This is an optimization exercise on Yosys and OpenROAD, whose aim is small area, a short achievable clock period and few clock cycles per item, not a production implementation. No run shown here included a check of the RTL's function; only the layout flow was run. No activity file was given, so power comes from the tool's default toggle rates.

==> flow/design.v (outline; a module is shown in full before it is edited, if it fits) <==
// module digitClassifier: 4131 lines
module digitClassifier
(
    input  logic      clk,
    input  logic      rst,
    input  logic      start,
    input  logic      wrEn,
    input  cnnDataPkg::memAddr_t  wrAddr,
    input  cnnDataPkg::pixel_t    wrData,
    output logic      busy,
    output logic      done,
    output cnnDataPkg::classIdx_t classIdx,
    output cnnDataPkg::score_t    bestScore
);
  // ...
==> flow/run.sh <==
#!/bin/bash
# synth_recipe.tcl (not shown) runs the flow's synth.tcl, then flattens the netlist and writes it again
# the make line also repeats each setting of config.mk as NAME=value (left out here)
make -C /OpenROAD-flow-scripts/flow DESIGN_CONFIG=/design/flow/config.mk WORK_HOME=/design/flow/orfs CLKGATE_MAP_FILE= SYNTH_SCRIPT=/design/flow/synth_recipe.tcl finish
==> flow/config.mk <==
export PLATFORM = sky130hd
export DESIGN_NAME = digitClassifier
export DESIGN_NICKNAME = digitClassifier
export VERILOG_FILES = /design/flow/design.v
export SDC_FILE = /design/flow/constraint.sdc
export NUM_CORES = 4
export LEC_CHECK = 0
export CAP_MARGIN = 20
export CORE_MARGIN = 2
export CORE_UTILIZATION = 40
export SLEW_MARGIN = 20
==> flow/constraint.sdc <==
create_clock -name core_clock -period 10.0 [get_ports {clk}]
set_input_delay 2.0000 -clock core_clock [delete_from_list [all_inputs] [get_ports {clk}]]
set_output_delay 2.0000 -clock core_clock [all_outputs]
set_load 0.01 [all_outputs]
==> results.json, run 1 <==
{
  "outcome": "finished clean",
  "multi_input_comb_area_um2": 32000,
  "core-area_um2": 188200,
  "worstHoldStart": "lb[2][6]",
  "netSwitchingPower_w": 0.01205,
  "post-cts-setup-buffer-count": 0,
  "grt_util_met1_pct": 28.58,
  "worst_path_max_delay_cell": "clkinv_1",
  "cell_area_after_technology_mapping_um2": 75870,
  "pg_comb_w": 0.0138,
  "wl_per_cell_um": 24.20,
  "worstHoldEndpoint": "lb[3][6]",
  "area_share_of_xor_xnor_cells_in_the_synthesized_design_pct": 6.465,
  "clkbuf_count": 217,
  "startpoint_type": "flop",
  "asyncSetResetFlopFracSynth_pct": 0.6435,
  "syn-mean-instance-area_um2": 12.80,
  "hold-path-cell-count": 0,
  "finalWorstPathRequiredPeriod_ns": 5.642,
  "multiInputCombCellCount": 3461,
  "timing.setup.tns_ns": 0,
  "totalPowerFinal_w": 0.03005,
  "hold_buffers": 0,
  "initialDrtViolationCount": 4988,
  "detailed_place_hpwl_um": 146300,
  "synth-main-ff-cell": "edfxtp_1",
  "detail_route.wirelength.met1_um": 85920,
  "drv_cap": 0,
  "worst_setup_path_type": "flop to flop",
  "first_pass_grt_wire_length_um": 308000,
  "yosys_register_bits": 1554,
  "placementRows": 159,
  "area_fraction_of_the_dominant_cell_type_after_synthesis_pct": 37.05,
  "worst_hold_margin_ns": 0.3234,
  "final_design_area_no_fill_um2": 84950,
  "number_of_clock_buffers_inserted_by_tritoncts": 162,
  "syn-instance-count": 5928,
  "clock_latency_ns": 0.84,
  "synth_enable_flop_cells": 936,
  "cts.reportedPaths.clkPinSlew_ns": 0.06,
  "max_clock_freq_mhz": 177.2,
  "h-tree-depth": 4
}
==> run 2: changes to the inputs <==
--- a/flow/config.mk
+++ b/flow/config.mk
@@ -8,4 +8,5 @@
 export CAP_MARGIN = 20
 export CORE_MARGIN = 2
 export CORE_UTILIZATION = 40
+export SETUP_SLACK_MARGIN = 5
 export SLEW_MARGIN = 20
==> run 2 against run 1 <==
  * Sequential power is essentially flat
  * Still clean on timing, DRC and antenna
  * Flip-flop and latch count is the same
  * Routed wire length grew 0.14%
  * Register-to-register slack gained 0.86 ns
  * Core utilization grew 0.14 points
  * Via count grew 0.17%
  * Setup slack gained 0.86 ns
==> results.json, run 2 <==
{
  "outcome": "finished clean",
  "largest_register_ffs": 512,
  "max_clock_freq_mhz": 209.1,
  "maxSlewHeadroom_pct": 18.13,
  "h-tree-depth": 4,
  "ys.warnings.count": 16,
  "worst_ir_drop_vdd_mv": 0.4043,
  "cell_area_after_technology_mapping_um2": 75870,
  "startpoint_type": "flop",
  "timing.setup.tns_ns": 0,
  "wirelength_routed_um": 208100,
  "routability_congestion": 0.9527,
  "multi_input_comb_area_um2": 32140,
  "area_share_of_xor_xnor_cells_in_the_synthesized_design_pct": 6.465,
  "floorplan.initialDensity_pct": 40.31,
  "synth_compound_gate_area_share_pct": 10.64,
  "detailed_place_hpwl_um": 146300,
  "synth_enable_flop_cells": 936,
  "finClkSkew_ns": 0.06543,
  "powerDensity_nw_per_um2": 355.8,
  "tritoncts": "done",
  "arrival_ns": 5.48,
  "route.detailed.drc": 0,
  "worst_setup_path_type": "flop to flop",
  "clock_latency_ns": 0.83,
  "layout-drive-gt1-share_pct": 8.616,
  "largest-register": "pix",
  "grt.total_usage_pct": 21.40,
  "ys_top_cells_by_area": "edfxtp_1 (37%), dfxtp_1 (16%), fa_1 (13%), a22oi_1 (5.3%), ha_1 (5.3%)",
  "synth.area.mux_share_pct": 1.197,
  "grt_remaining_overflow": 0,
  "die_w_um": 439.5,
  "mostFrequentLayoutCells": "edfxtp_1 (936), inv_1 (615), dfxtp_1 (597)",
  "max_slew.worst_pin.slew_ns": 1.223,
  "postSynthNetCount": 6742,
  "crit_path_cell_trace": "ha_1 > a211o_1 > a211oi_4 > a22oi_2 > a31oi_2 > nand3_1 > a311o_4 > o41a_1 > ha_1 > a21o_1 > a21o_1 > a221oi_4 > a41oi_4 > or3b_4 > mux2i_1 > mux2_2",
  "rsz_0062_raised_after_global_routing": "true",
  "timing.critical_path.required_ns": 10.70,
  "post-route-period-util_pct": 47.81,
  "die-height_um": 439.5,
  "finalWorstPathRequiredPeriod_ns": 4.781,
  "layout.cells.most_common": "edfxtp_1",
  "post-synth-top-count-cell": "edfxtp_1",
  "number_of_clock_buffers_inserted_by_tritoncts": 162,
  "detail-route-antenna-nets": 0,
  "cpPeakStageDelay_ns": 0.51,
  "area_fraction_of_the_dominant_cell_type_after_synthesis_pct": 37.05,
  "final_core_util_pct": 45.28,
  "cp_top_family": "compound AO/OA/AOI/OAI gates",
  "first_pass_grt_wire_length_um": 308200,
  "placementRows": 159,
  "final.fill_count": 16880,
  "detailroute.via_count": 46950,
  "antenna_found_initial": 7,
  "synth-main-ff-cell": "edfxtp_1",
  "clock_path_buffers": 3,
  "holdCritPathClass": "flop to flop",
  "synth.top_cells.by_count": "edfxtp_1 (936), inv_1 (615), dfxtp_1 (608)",
  "cts.sink_count": 1554,
  "p_leak_nw": 32.91,
  "synth_top_family_by_area": "adder cells",
  "synth-simple-area-share_pct": 5.929,
  "final_max_slew_viols": 0,
  "worst_hold_margin_ns": 0.3230,
  "die_footprint_um2": 193200,
  "detailed_routing_iterations_pass_1": 6,
  "hold_buffers": 0,
  "synth_sequential_area_ratio_pct": 53.42,
  "cp.buffers_inverters": 0,
  "area.sequential_um2": 40570,
  "core-area_um2": 188200,
  "boundaryPins": 43,
  "layout-area-overhead-vs-synth_pct": 12.33,
  "asyncSetResetFlopFracSynth_pct": 0.6435,
  "syn-mean-instance-area_um2": 12.80,
  "clock_tree.root_cell": "clkbuf_16",
  "final_hold_viol_count": 0,
  "synth_area_leader_cell": "edfxtp_1",
  "io_buffers": 42,
  "worst_path_max_delay_cell": "or3b_4",
  "drv_cap": 0,
  "via_per_inst": 5.458,
  "initialDrtViolationCount": 5167,
  "wl_per_cell_um": 24.19,
  "cts.reportedPaths.clkPinSlew_ns": 0.06,
  "synth-adder-area-share_pct": 17.81,
  "num-nets-final": 6786,
  "setup.worst_path.end_class": "flop",
  "yosys_register_bits": 1554,
  "critical_path_peak_fanout": 7,
  "grt_max_degree": 99,
  "setup_viol": 0,
  "number_of_global_route_vias_before_repair": 46940,
  "syn-instance-count": 5928,
  "synth.lib_cells_used.distinct": 74,
  "biggest_registers_after_layout": "pix: 512 flops, fc: 288 flops, lb: 120 flops"
}
[run 2: area by class of cell]
class | count | share of cell area (%)
sequential | 1554 | 47.60
clock buffer | 217 | 5.350
tap | 2495 | 3.663
clock inverter | 80 | 1.263
multi-input combinational | 3461 | 37.72
timing repair buffer | 174 | 1.656
inverter | 619 | 2.743
antenna | 1 | 0.002936
[run 2: worst reg2reg max path: stages (launching register included)]
cell and delay (ns):
dfxtp_1 0.30, ha_1 0.33, a211o_1 0.31, a211oi_4 0.23
a22oi_2 0.16, a31oi_2 0.22, nand3_1 0.13, a311o_4 0.45
o41a_1 0.44, ha_1 0.33, a21o_1 0.16, a21o_1 0.22
a221oi_4 0.38, a41oi_4 0.09, or3b_4 0.51, mux2i_1 0.15
mux2_2 0.27
[run 2: power by group]
group          switching [W]  internal, W  total (W)
logic                0.00831      0.00572     0.0140
clock network        0.00268      0.00364    0.00632
registers            0.00117      0.00880    0.00997
total                 0.0122       0.0182     0.0303
[run 2: per-stage QoR]
stage,setup slack [ns],power [W],cells,area [um^2]
finish,5.219,0.03032,8601,85220
detailed placement,4.400,0.02407,8284,79240
CTS,5.008,0.03048,8584,84950
global placement,4.366,0.02370,8281,79200
global route,5.006,0.03289,8601,85220
floorplan,5.038,0.01902,5928,75870
[run 2: final timing paths]
| kind | cells after the start | start | slack (ns) | to |
|---|---|---|---|---|
| setup / recovery | 16 | cs4a[8] | 5.22 | f2[4] |
| hold / removal | 0 | lb[1][3] | 0.32 | lb[2][3] |
| setup reg to reg | 16 | cs4a[8] | 5.22 | f2[4] |
| hold reg to reg | 0 | lb[1][3] | 0.32 | lb[2][3] |
| max in group asynchronous | 1 | rst | 8.19 | replay |
| min in group asynchronous | 1 | rst | 1.50 | v1 |
[run 2: cell families (layout without fill, tap and decap cells)]
group	count (synthesis)	in the layout
mux	85	85
simple gates	929	929
xor+xnor	560	560
other cells	0	1
fa+ha+maj	795	795
flops	1554	1554
compound gates	1092	1092
buf+inv	913	1090
[run 2: what timing repair did]
| item | 4_1_cts | 5_1_grt |
|---|---|---|
| cloned | 0 | 0 |
| endpoints found under the setup margin | 28 | 36 |
| buffers inserted | 3 | 12 |
| resized for setup | 12 | 16 |
| pin swaps | 2 | 10 |
[run 2: routing by layer]
metal,GRT usage (%),wire (um)
met3,4.554,17550
met5,0,0
met2,33.92,96100
met1,28.58,85580
met4,8.633,8861
==> run 3: changes to the inputs <==
==> flow/flow/run.sh (new file) <==
#!/bin/bash
set -euo pipefail
bash standard.sh SETUP_SLACK_MARGIN=6 finish > standard_make.log 2>&1
==> flow/standard.sh (new file) <==
#!/bin/bash
# synth_recipe.tcl (not shown) runs the flow's synth.tcl, then flattens the netlist and writes it again
# the make line also repeats each setting of config.mk as NAME=value (left out here)
make -C /OpenROAD-flow-scripts/flow DESIGN_CONFIG=/design/flow/config.mk WORK_HOME=/design/flow/orfs CLKGATE_MAP_FILE= SYNTH_SCRIPT=/design/flow/synth_recipe.tcl "${@:-finish}"
--- a/flow/config.mk
+++ b/flow/config.mk
@@ -8,5 +8,4 @@
 export CAP_MARGIN = 20
 export CORE_MARGIN = 2
 export CORE_UTILIZATION = 40
-export SETUP_SLACK_MARGIN = 5
 export SLEW_MARGIN = 20
removed: flow/run.sh
==> run 3 against run 2 <==
  * Via count rose by 0.56%
  * Worst hold slack worse by 0.0014 ns
  * Global-route usage decreased by 0.15 points
  * Routed wire length fell by 0.17%
  * Flip-flop and latch count unchanged
  * Critical path type unchanged
  * Critical endpoint is now f2[2]
==> results.json, run 3 <==
{
  "worst_hold_margin_ns": 0.3216,
  "antenna_found_initial": 7,
  "ys_top_cells_by_area": "edfxtp_1 (37%), dfxtp_1 (16%), fa_1 (13%), a22oi_1 (5.3%), ha_1 (5.3%)",
  "startpoint_type": "flop",
  "synth.lib_cells_used.distinct": 74,
  "timing.rr.start": "cs4a[8]",
  "max_slew.worst_pin.slew_ns": 1.243,
  "finClkSkew_ns": 0.03676,
  "max_clock_freq_mhz": 220.4,
  "ys.warnings.count": 16,
  "detail-route-antenna-nets": 0,
  "syn-instance-count": 5928,
  "placement.setup.worst_slack_ns": 4.763,
  "final_max_slew_viols": 0,
  "r2r_slack_ns": 5.46,
  "p_leak_nw": 33.42,
  "asyncSetResetFlopFracSynth_pct": 0.6435,
  "synth_area_leader_cell": "edfxtp_1",
  "number_of_clock_buffers_inserted_by_tritoncts": 161,
  "arrival_ns": 5.21,
  "area.sequential_um2": 40590,
  "layout-area-overhead-vs-synth_pct": 14.00,
  "detailed_place_hpwl_um": 145100,
  "yosys_register_bits": 1554,
  "worst_ir_drop_vdd_mv": 0.3617,
  "largest-register": "pix",
  "multi_input_comb_area_um2": 32830,
  "clock_latency_ns": 0.82,
  "maxSlewHeadroom_pct": 17.03,
  "syn-mean-instance-area_um2": 12.80,
  "grt.total_usage_pct": 21.25,
  "clock_path_buffers": 3,
  "placementRows": 159,
  "synth_sequential_area_ratio_pct": 53.42,
  "cell_area_after_technology_mapping_um2": 75870,
  "placedInstanceArea_um2": 79190,
  "postSynthNetCount": 6742,
  "timing.setup.tns_ns": 0,
  "worstHoldEndpoint": "lb[9][3]",
  "biggest_registers_after_layout": "pix: 512 flops, fc: 288 flops, lb: 120 flops",
  "grt_remaining_overflow": 0,
  "clock_tree.root_cell": "clkbuf_16",
  "first_pass_grt_wire_length_um": 308000,
  "worst_setup_path_type": "flop to flop",
  "largest_register_ffs": 512,
  "num-nets-final": 6864,
  "wl_per_cell_um": 23.93,
  "final.fill_count": 16860,
  "final_hold_viol_count": 0,
  "die-height_um": 439.5,
  "detailed_routing_iterations_pass_1": 6,
  "setup.worst_path.end_class": "flop",
  "number_of_global_route_vias_before_repair": 47400,
  "initialDrtViolationCount": 5009,
  "finalWorstPathRequiredPeriod_ns": 4.537,
  "hold-path-cell-count": 0,
  "worstHoldStart": "lb[8][3]",
  "outcome": "finished clean",
  "rr_endpoint": "f2[2]",
  "route.detailed.drc": 0,
  "floorplan.initialDensity_pct": 40.31,
  "layout.cells.most_common": "edfxtp_1",
  "drv_cap": 0,
  "final_design_area_no_fill_um2": 86480,
  "timing.critical_path.required_ns": 10.67,
  "cts.sink_count": 1554,
  "setup_viol": 0,
  "core-area_um2": 188200,
  "synth.top_cells.by_count": "edfxtp_1 (936), inv_1 (615), dfxtp_1 (608)",
  "powerDensity_nw_per_um2": 359.1,
  "final.setup.worst_slack_ns": 5.463,
  "holdCritPathClass": "flop to flop",
  "routability_congestion": 0.9755,
  "area_fraction_of_the_dominant_cell_type_after_synthesis_pct": 37.05,
  "post-route-period-util_pct": 45.37,
  "reg2reg_depth": 17,
  "mostFrequentLayoutCells": "edfxtp_1 (936), inv_1 (615), dfxtp_1 (585)",
  "synth-main-ff-cell": "edfxtp_1",
  "cts.reportedPaths.clkPinSlew_ns": 0.07,
  "io_buffers": 42,
  "die_footprint_um2": 193200,
  "synth_enable_flop_cells": 936,
  "critical_path_peak_fanout": 7,
  "post-synth-top-count-cell": "edfxtp_1",
  "grt_max_degree": 95,
  "h-tree-depth": 4,
  "rsz_0062_raised_after_global_routing": "true",
  "via_per_inst": 5.438,
  "wirelength_routed_um": 207800,
  "boundaryPins": 43,
  "tritoncts": "done",
  "layout-drive-gt1-share_pct": 11.29,
  "detailroute.via_count": 47210,
  "die_w_um": 439.5
}
-- run 3: power breakdown --
| group | switching, W | internal (W) | total (W) |
|---|---|---|---|
| clock network | 0.00264 | 0.00358 | 0.00622 |
| registers | 0.00124 | 0.00880 | 0.0100 |
| logic | 0.00870 | 0.00610 | 0.0148 |
| total | 0.0126 | 0.0185 | 0.0311 |
-- run 3: cells by family after synthesis --
logic type	count (synthesis)	synth area share, %
fa+ha+maj	795	17.81
compound gates	1092	10.64
buf+inv	913	4.537
simple gates	929	5.929
mux	85	1.197
flops	1554	53.42
xor+xnor	560	6.465
-- run 3: final cells by class --
| cell class | instances | share of cell area [%] |
|---|---|---|
| Antenna cell | 3 | 0.008681 |
| Clock buffer | 211 | 5.088 |
| Clock inverter | 85 | 1.236 |
| Inverter | 619 | 2.692 |
| Multi-Input combinational cell | 3461 | 37.97 |
| Sequential cell | 1554 | 46.93 |
| Tap cell | 2495 | 3.610 |
| Timing Repair Buffer | 249 | 2.400 |
| Timing Repair inverter | 4 | 0.06944 |
-- run 3: worst max-delay path by stage --
stage | start | to | slack (ns) | cells after the start
2_1_floorplan | cs4b[4] | f2[4] | 5.45 | 17
5_1_grt | cs4a[8] | f2[3] | 5.24 | 17
6_report | cs4a[8] | f2[2] | 5.46 | 17
3_3_place_gp | cs4a[8] | f2[4] | 4.75 | 15
4_1_cts | cs4a[8] | f2[2] | 5.45 | 17
3_5_place_dp | cs4b[4] | f2[4] | 4.76 | 15
-- run 3: metrics by stage --
step	utilization, %	total power (W)	instances
2_1_floorplan	-	0.01911	5928
3_3_place_gp	42.06	0.02358	8262
3_5_place_dp	42.08	0.02404	8265
4_1_cts	45.46	0.03083	8631
5_1_grt	45.95	0.03364	8678
6_report	45.95	0.03105	8681
-- run 3: repair_timing --
action                                  4_1_cts  5_1_grt
setup buffers                                66       42
hold buffers                                  0        0
pin swaps                                    34       62
gates resized for setup                      83      112
cloned                                        4        1
endpoints found under the setup margin       72       67
-- run 3: worst max-delay path: stages (launching register included) --
cell      delay [ns]
dfxtp_2         0.33
ha_4            0.23
a211o_1         0.29
a211oi_4        0.24
a22oi_2         0.14
a31oi_2         0.19
nand3_1         0.11
a311o_4         0.47
o41a_1          0.48
ha_1            0.30
a21o_1          0.15
a21o_1          0.19
a221oi_4        0.34
a41oi_4         0.08
or3b_4          0.46
buf_12          0.15
mux2i_1         0.16
mux2i_1         0.09
-- run 3: per-layer routing --
layer / GRT usage [%] / wire length [um] / vias to the layer above
met2: 33.19 / 94160 / 1894
met1: 29.26 / 88830 / 23850
met4: 7.247 / 7106 / 2
li1: - / - / 21100
met5: 0 / 17 / -
met3: 4.638 / 17630 / 367

==> what the ideal ports hide <==
The results above use ideal ports. As a check the final layouts listed here were re-extracted and re-timed, cells and wires unchanged. Step 1 (the two cells are an assumption about what drives the block):
set clk [get_ports {clk}]
set_driving_cell -lib_cell sky130_fd_sc_hd__clkbuf_16 $clk
set_driving_cell -lib_cell sky130_fd_sc_hd__buf_2 [delete_from_list [all_inputs] $clk]
Step 2 moves the port delays by t, midway between the first and last clock arrival at a register: inputs arrive t later, outputs are due t later. That takes back most of the time a late clock gives input paths. Three values: ideal, step 1, step 2; two values: the first two.
run | t, ns | slack for setup (ns) | clock arrival spread, ns
run 1 | 0.889 | 4.358 / 4.358 / 4.358 | 0.082 / 0.082
run 2 | 0.887 | 5.219 / 5.219 / 5.219 | 0.077 / 0.077
run 3 | 0.882 | 5.463 / 5.463 / 5.463 | 0.042 / 0.042
After both steps setup and hold are still met in every run listed.
